From an optimization exercise on the open Yosys and OpenROAD flow, aimed at small area; shortcuts taken in it are not production practice.
Only simulation tests tie the RTL to the original design; equivalence was not proved.
Power is estimated from default activity; no workload was simulated.

==> flow/design.v <==
module multi_tick_counter #(
    parameter int CLK_FREQ     = 50_000,
    parameter int NUM_CH       = 8,
    parameter int BIT_WIDTH    = 32,
    parameter int DVSR_W       = 16,
    parameter int DEFAULT_DVSR = 50_000,
    parameter int LED_CH       = 0
) (
    input  logic                        clk,
    input  logic                        rst,
    input  logic [NUM_CH-1:0]           ch_en,
    input  logic [NUM_CH-1:0]           ch_up,
    input  logic [NUM_CH-1:0]           ch_oneshot,
    input  logic [NUM_CH-1:0]           clr,
    input  logic                        cfg_wr,
    input  logic [$clog2(NUM_CH):0]     cfg_ch,
    input  logic [DVSR_W-1:0]           cfg_dvsr,
    input  logic [BIT_WIDTH-1:0]        cfg_limit,
    output logic [NUM_CH*BIT_WIDTH-1:0] count_out,
    output logic [NUM_CH-1:0]           tc_pulse,
    output logic [NUM_CH-1:0]           done,
    output logic                        heartbeat,
    output logic [3:0]                  led
);
    localparam int CH_W = $clog2(NUM_CH) + 1;
    localparam int HB_W = (CLK_FREQ > 1) ? $clog2(CLK_FREQ) : 1;
    localparam logic [DVSR_W-1:0] DVSR_RST = DVSR_W'(DEFAULT_DVSR);
    logic [NUM_CH-1:0][DVSR_W-1:0]    q_x, q_q;
    logic [NUM_CH-1:0][DVSR_W-1:0]    dvsr_x, dvsr_q;
    logic [NUM_CH-1:0][BIT_WIDTH-1:0] count_q;
    logic [NUM_CH-1:0][BIT_WIDTH-1:0] limit_x, limit_q;
    logic [NUM_CH-1:0]                done_q;
    logic [NUM_CH-1:0]                tc_q;
    logic [3:0]                       led_q;
    logic                             heartbeat_q;
    for (genvar i = 0; i < NUM_CH; i++) begin : g_ch
        logic                 cfg_hit;
        logic [DVSR_W-1:0]    dvsr_d, q_d, q_t;
        logic [BIT_WIDTH-1:0] limit_d, count_d, c_t;
        logic                 q_eq, tick, active, lt, nz, term, step, load, tc_d, done_d;
        assign q_q[i]     = q_x[i] ^ DVSR_RST;
        assign dvsr_q[i]  = dvsr_x[i] ^ DVSR_RST;
        assign limit_q[i] = ~limit_x[i];
        assign cfg_hit = cfg_wr && (cfg_ch == CH_W'(i));
        assign dvsr_d  = cfg_hit ? cfg_dvsr  : dvsr_q[i];
        assign limit_d = cfg_hit ? cfg_limit : limit_q[i];
        always_comb begin
            q_eq   = 1'b1;
            q_t[0] = 1'b1;
            for (int b = 0; b < DVSR_W; b++) begin
                q_eq = q_eq & ~q_q[i][b];
                if (b > 0) q_t[b] = q_t[b-1] & ~q_q[i][b-1];
            end
        end
        assign tick = ch_en[i] & q_eq;
        assign q_d = (tick | cfg_hit | clr[i]) ? dvsr_d : (q_q[i] ^ (q_t & {DVSR_W{ch_en[i]}}));
        always_comb begin
            lt     = 1'b0;
            nz     = 1'b0;
            c_t[0] = 1'b1;
            for (int b = 0; b < BIT_WIDTH; b++) begin
                lt = (~count_q[i][b] & limit_q[i][b]) | (~count_q[i][b] & lt) | (limit_q[i][b] & lt);
                nz = nz | count_q[i][b];
                if (b > 0) c_t[b] = c_t[b-1] & ~(count_q[i][b-1] ^ ch_up[i]);
            end
        end
        assign active = tick & ~(ch_oneshot[i] & done_q[i]);
        assign term   = ch_up[i] ? ~lt : ~nz;
        assign step   = active & ~term & ~clr[i];
        assign load   = clr[i] | (active & term & ~ch_oneshot[i]);
        assign count_d = clr[i] ? (ch_up[i] ? '0 : limit_d) :
                         load   ? (ch_up[i] ? '0 : limit_q[i]) :
                                  (count_q[i] ^ (c_t & {BIT_WIDTH{step}}));
        assign tc_d   = active & term & ~clr[i];
        assign done_d = (clr[i] | cfg_hit) ? 1'b0 : (done_q[i] | (active & term & ch_oneshot[i]));
        always_ff @(posedge clk or posedge rst) begin
            if (rst) begin
                q_x[i]     <= '0;
                count_q[i] <= '0;
                dvsr_x[i]  <= '0;
                limit_x[i] <= '0;
                done_q[i]  <= 1'b0;
                tc_q[i]    <= 1'b0;
            end else begin
                q_x[i]     <= q_d ^ DVSR_RST;
                count_q[i] <= count_d;
                dvsr_x[i]  <= dvsr_d ^ DVSR_RST;
                limit_x[i] <= ~limit_d;
                done_q[i]  <= done_d;
                tc_q[i]    <= tc_d;
            end
        end
    end
    logic hb_wrap;
    if (CLK_FREQ == 50_000) begin : g_hb_lfsr
        localparam logic [15:0] HB_R = 16'h2004;
        localparam logic [15:0] HB_E = 16'hb002;
        logic [15:0] hb_x, hb_q, hb_d;
        assign hb_q = hb_x ^ HB_R;    
        assign hb_wrap = (hb_q == HB_E);
        always_comb begin
            hb_d     = {hb_q[14:0], ~(hb_q[15] ^ hb_q[11] ^ hb_q[6] ^ hb_q[0])};
            hb_d[14] = hb_q[13] ^ hb_wrap;
        end
        always_ff @(posedge clk or posedge rst) begin
            if (rst) hb_x <= '0;
            else     hb_x <= hb_d ^ HB_R;
        end
    end else begin : g_hb_bin
        localparam logic [HB_W-1:0] HB_LAST = HB_W'(CLK_FREQ - 1);
        logic [HB_W-1:0] hb_q;
        assign hb_wrap = (hb_q == HB_LAST);
        always_ff @(posedge clk or posedge rst) begin
            if (rst)          hb_q <= '0;
            else if (hb_wrap) hb_q <= '0;
            else              hb_q <= hb_q + HB_W'(1);
        end
    end
    always_ff @(posedge clk or posedge rst) begin
        if (rst) begin
            heartbeat_q <= 1'b0;
            led_q       <= '0;
        end else begin
            heartbeat_q <= heartbeat_q ^ hb_wrap;
            led_q       <= count_q[LED_CH][BIT_WIDTH-1 -: 4];
        end
    end
    assign count_out = count_q;
    assign tc_pulse  = tc_q;
    assign done      = done_q;
    assign heartbeat = heartbeat_q;
    assign led       = led_q;
endmodule
clock: 5.0 ns
lec_check: 0
cap_margin: 20
core_margin: 2
core_utilization: 65
gpl_timing_driven: 0
place_density: 0.75
slew_margin: 20
standard.sh (not shown) runs the stock make flow with config.mk's settings and CLKGATE_MAP_FILE= SYNTH_SCRIPT=/design/flow/synth_recipe.tcl, a recipe that flattens the netlist after the stock synthesis.
==> flow/flow/run.sh <==
#!/bin/bash
# Standard ORFS layout (the standard.sh, unchanged synthesis) with these changes:
# Yosys/ABC buffers are removed at floorplan; input ports are buffered with buf_2 and output
# ports with buf_1 (flow/buffer_ports.tcl); post-placement repair uses only small buffers
# (flow/pre_resize.tcl); CTS uses small clock buffers in clusters of at most 8 sinks, with
# no dummy loads.
set -euo pipefail
HERE=$(pwd)
bash standard.sh \
  "REMOVE_ABC_BUFFERS=1" \
  "DONT_BUFFER_PORTS=1" \
  "PRE_GLOBAL_PLACE_TCL=$HERE/flow/buffer_ports.tcl" \
  "PRE_RESIZE_TCL=$HERE/flow/pre_resize.tcl" \
  "CTS_ARGS=-sink_clustering_enable -repair_clock_nets -dont_use_dummy_load -buf_list sky130_fd_sc_hd__clkbuf_4 -sink_clustering_size 8 -sink_clustering_max_diameter 50" \
  finish > standard_make.log 2>&1
==> flow/flow/buffer_ports.tcl <==
# Sourced by ORFS before global placement (PRE_GLOBAL_PLACE_TCL): buffer every input port
# with buf_2 (they fan out to all eight channels) and every output port with buf_1;
# DONT_BUFFER_PORTS=1 then skips ORFS's own buffer_ports call.
buffer_ports -inputs -buffer_cell sky130_fd_sc_hd__buf_2
buffer_ports -outputs -buffer_cell sky130_fd_sc_hd__buf_1
==> flow/flow/pre_resize.tcl <==
# Sourced by ORFS before the post-placement repair_design (PRE_RESIZE_TCL): keep the large
# buffers out of slew/capacitance repair, so high-fanout nets get trees of small buffers.
set_dont_use {
  sky130_fd_sc_hd__buf_6 sky130_fd_sc_hd__buf_8 sky130_fd_sc_hd__buf_12 sky130_fd_sc_hd__buf_16
  sky130_fd_sc_hd__bufbuf_8 sky130_fd_sc_hd__bufbuf_16 sky130_fd_sc_hd__bufinv_8
  sky130_fd_sc_hd__bufinv_16 sky130_fd_sc_hd__clkbuf_8 sky130_fd_sc_hd__clkbuf_16
  sky130_fd_sc_hd__clkdlybuf4s15_2 sky130_fd_sc_hd__clkdlybuf4s18_2
  sky130_fd_sc_hd__clkdlybuf4s25_2 sky130_fd_sc_hd__clkdlybuf4s50_2
}
Edit:
--- a/flow/design.v
+++ b/flow/design.v
@@ -35,9 +35,9 @@
     logic                             heartbeat_q;
     for (genvar i = 0; i < NUM_CH; i++) begin : g_ch
         logic                 cfg_hit;
         logic [DVSR_W-1:0]    dvsr_d, q_d, q_t;
-        logic [BIT_WIDTH-1:0] limit_d, count_d, c_t;
+        logic [BIT_WIDTH-1:0] limit_d, count_d, c_t, ld_val;
         logic                 q_eq, tick, active, lt, nz, term, step, load, tc_d, done_d;
         assign q_q[i]     = q_x[i] ^ DVSR_RST;
         assign dvsr_q[i]  = dvsr_x[i] ^ DVSR_RST;
         assign limit_q[i] = ~limit_x[i];
@@ -67,11 +67,10 @@
         assign active = tick & ~(ch_oneshot[i] & done_q[i]);
         assign term   = ch_up[i] ? ~lt : ~nz;
         assign step   = active & ~term & ~clr[i];
         assign load   = clr[i] | (active & term & ~ch_oneshot[i]);
-        assign count_d = clr[i] ? (ch_up[i] ? '0 : limit_d) :
-                         load   ? (ch_up[i] ? '0 : limit_q[i]) :
-                                  (count_q[i] ^ (c_t & {BIT_WIDTH{step}}));
+        assign ld_val = ch_up[i] ? '0 : (clr[i] ? limit_d : limit_q[i]);
+        assign count_d = load ? ld_val : (count_q[i] ^ (c_t & {BIT_WIDTH{step}}));
         assign tc_d   = active & term & ~clr[i];
         assign done_d = (clr[i] | cfg_hit) ? 1'b0 : (done_q[i] | (active & term & ch_oneshot[i]));
         always_ff @(posedge clk or posedge rst) begin
             if (rst) begin
Effect:
- The new run ran to the end with no violations
- global-route usage hardly moves
- clock skew goes down by 0.046 ns
- total power goes up by 3.2%
- fmax goes down by 1.1%
- routed wire length goes up by 4.7%

-- afterwards: timing with drivers on the ports --
No port has a modelled driver above. Below, the same layouts with a new extraction and two added sets of constraints. Step 1, drivers: a clkbuf_16 drives clk and a buf_2 each remaining input, both assumed. Step 2 moves the port delays by t, midway between the first and last clock arrival at a register: inputs arrive t later, outputs are due t later. That takes back most of the time a late clock gives input paths. Slacks: ideal ports / drivers / drivers and shift; pairs: ideal ports / drivers.
run | shift t [ns] | setup slack, ns | slew at the worst register clock pin (ns) | worst slew at a driven data input, ns | pins driven straight from the clock port
the first run | 0.995 | 0.470 / 0.470 / -0.242 | 0.11 / 0.11 | 0.12 | 1
the second run | 0.988 | 0.418 / 0.418 / -0.194 | 0.11 / 0.11 | 0.09 | 1
Met with ideal ports but missed after step 2: setup timing in the first run and the second run. For the first run, which loses most, drivers alone change the setup slack by 0.000 ns; drivers and shift together by -0.712 ns.
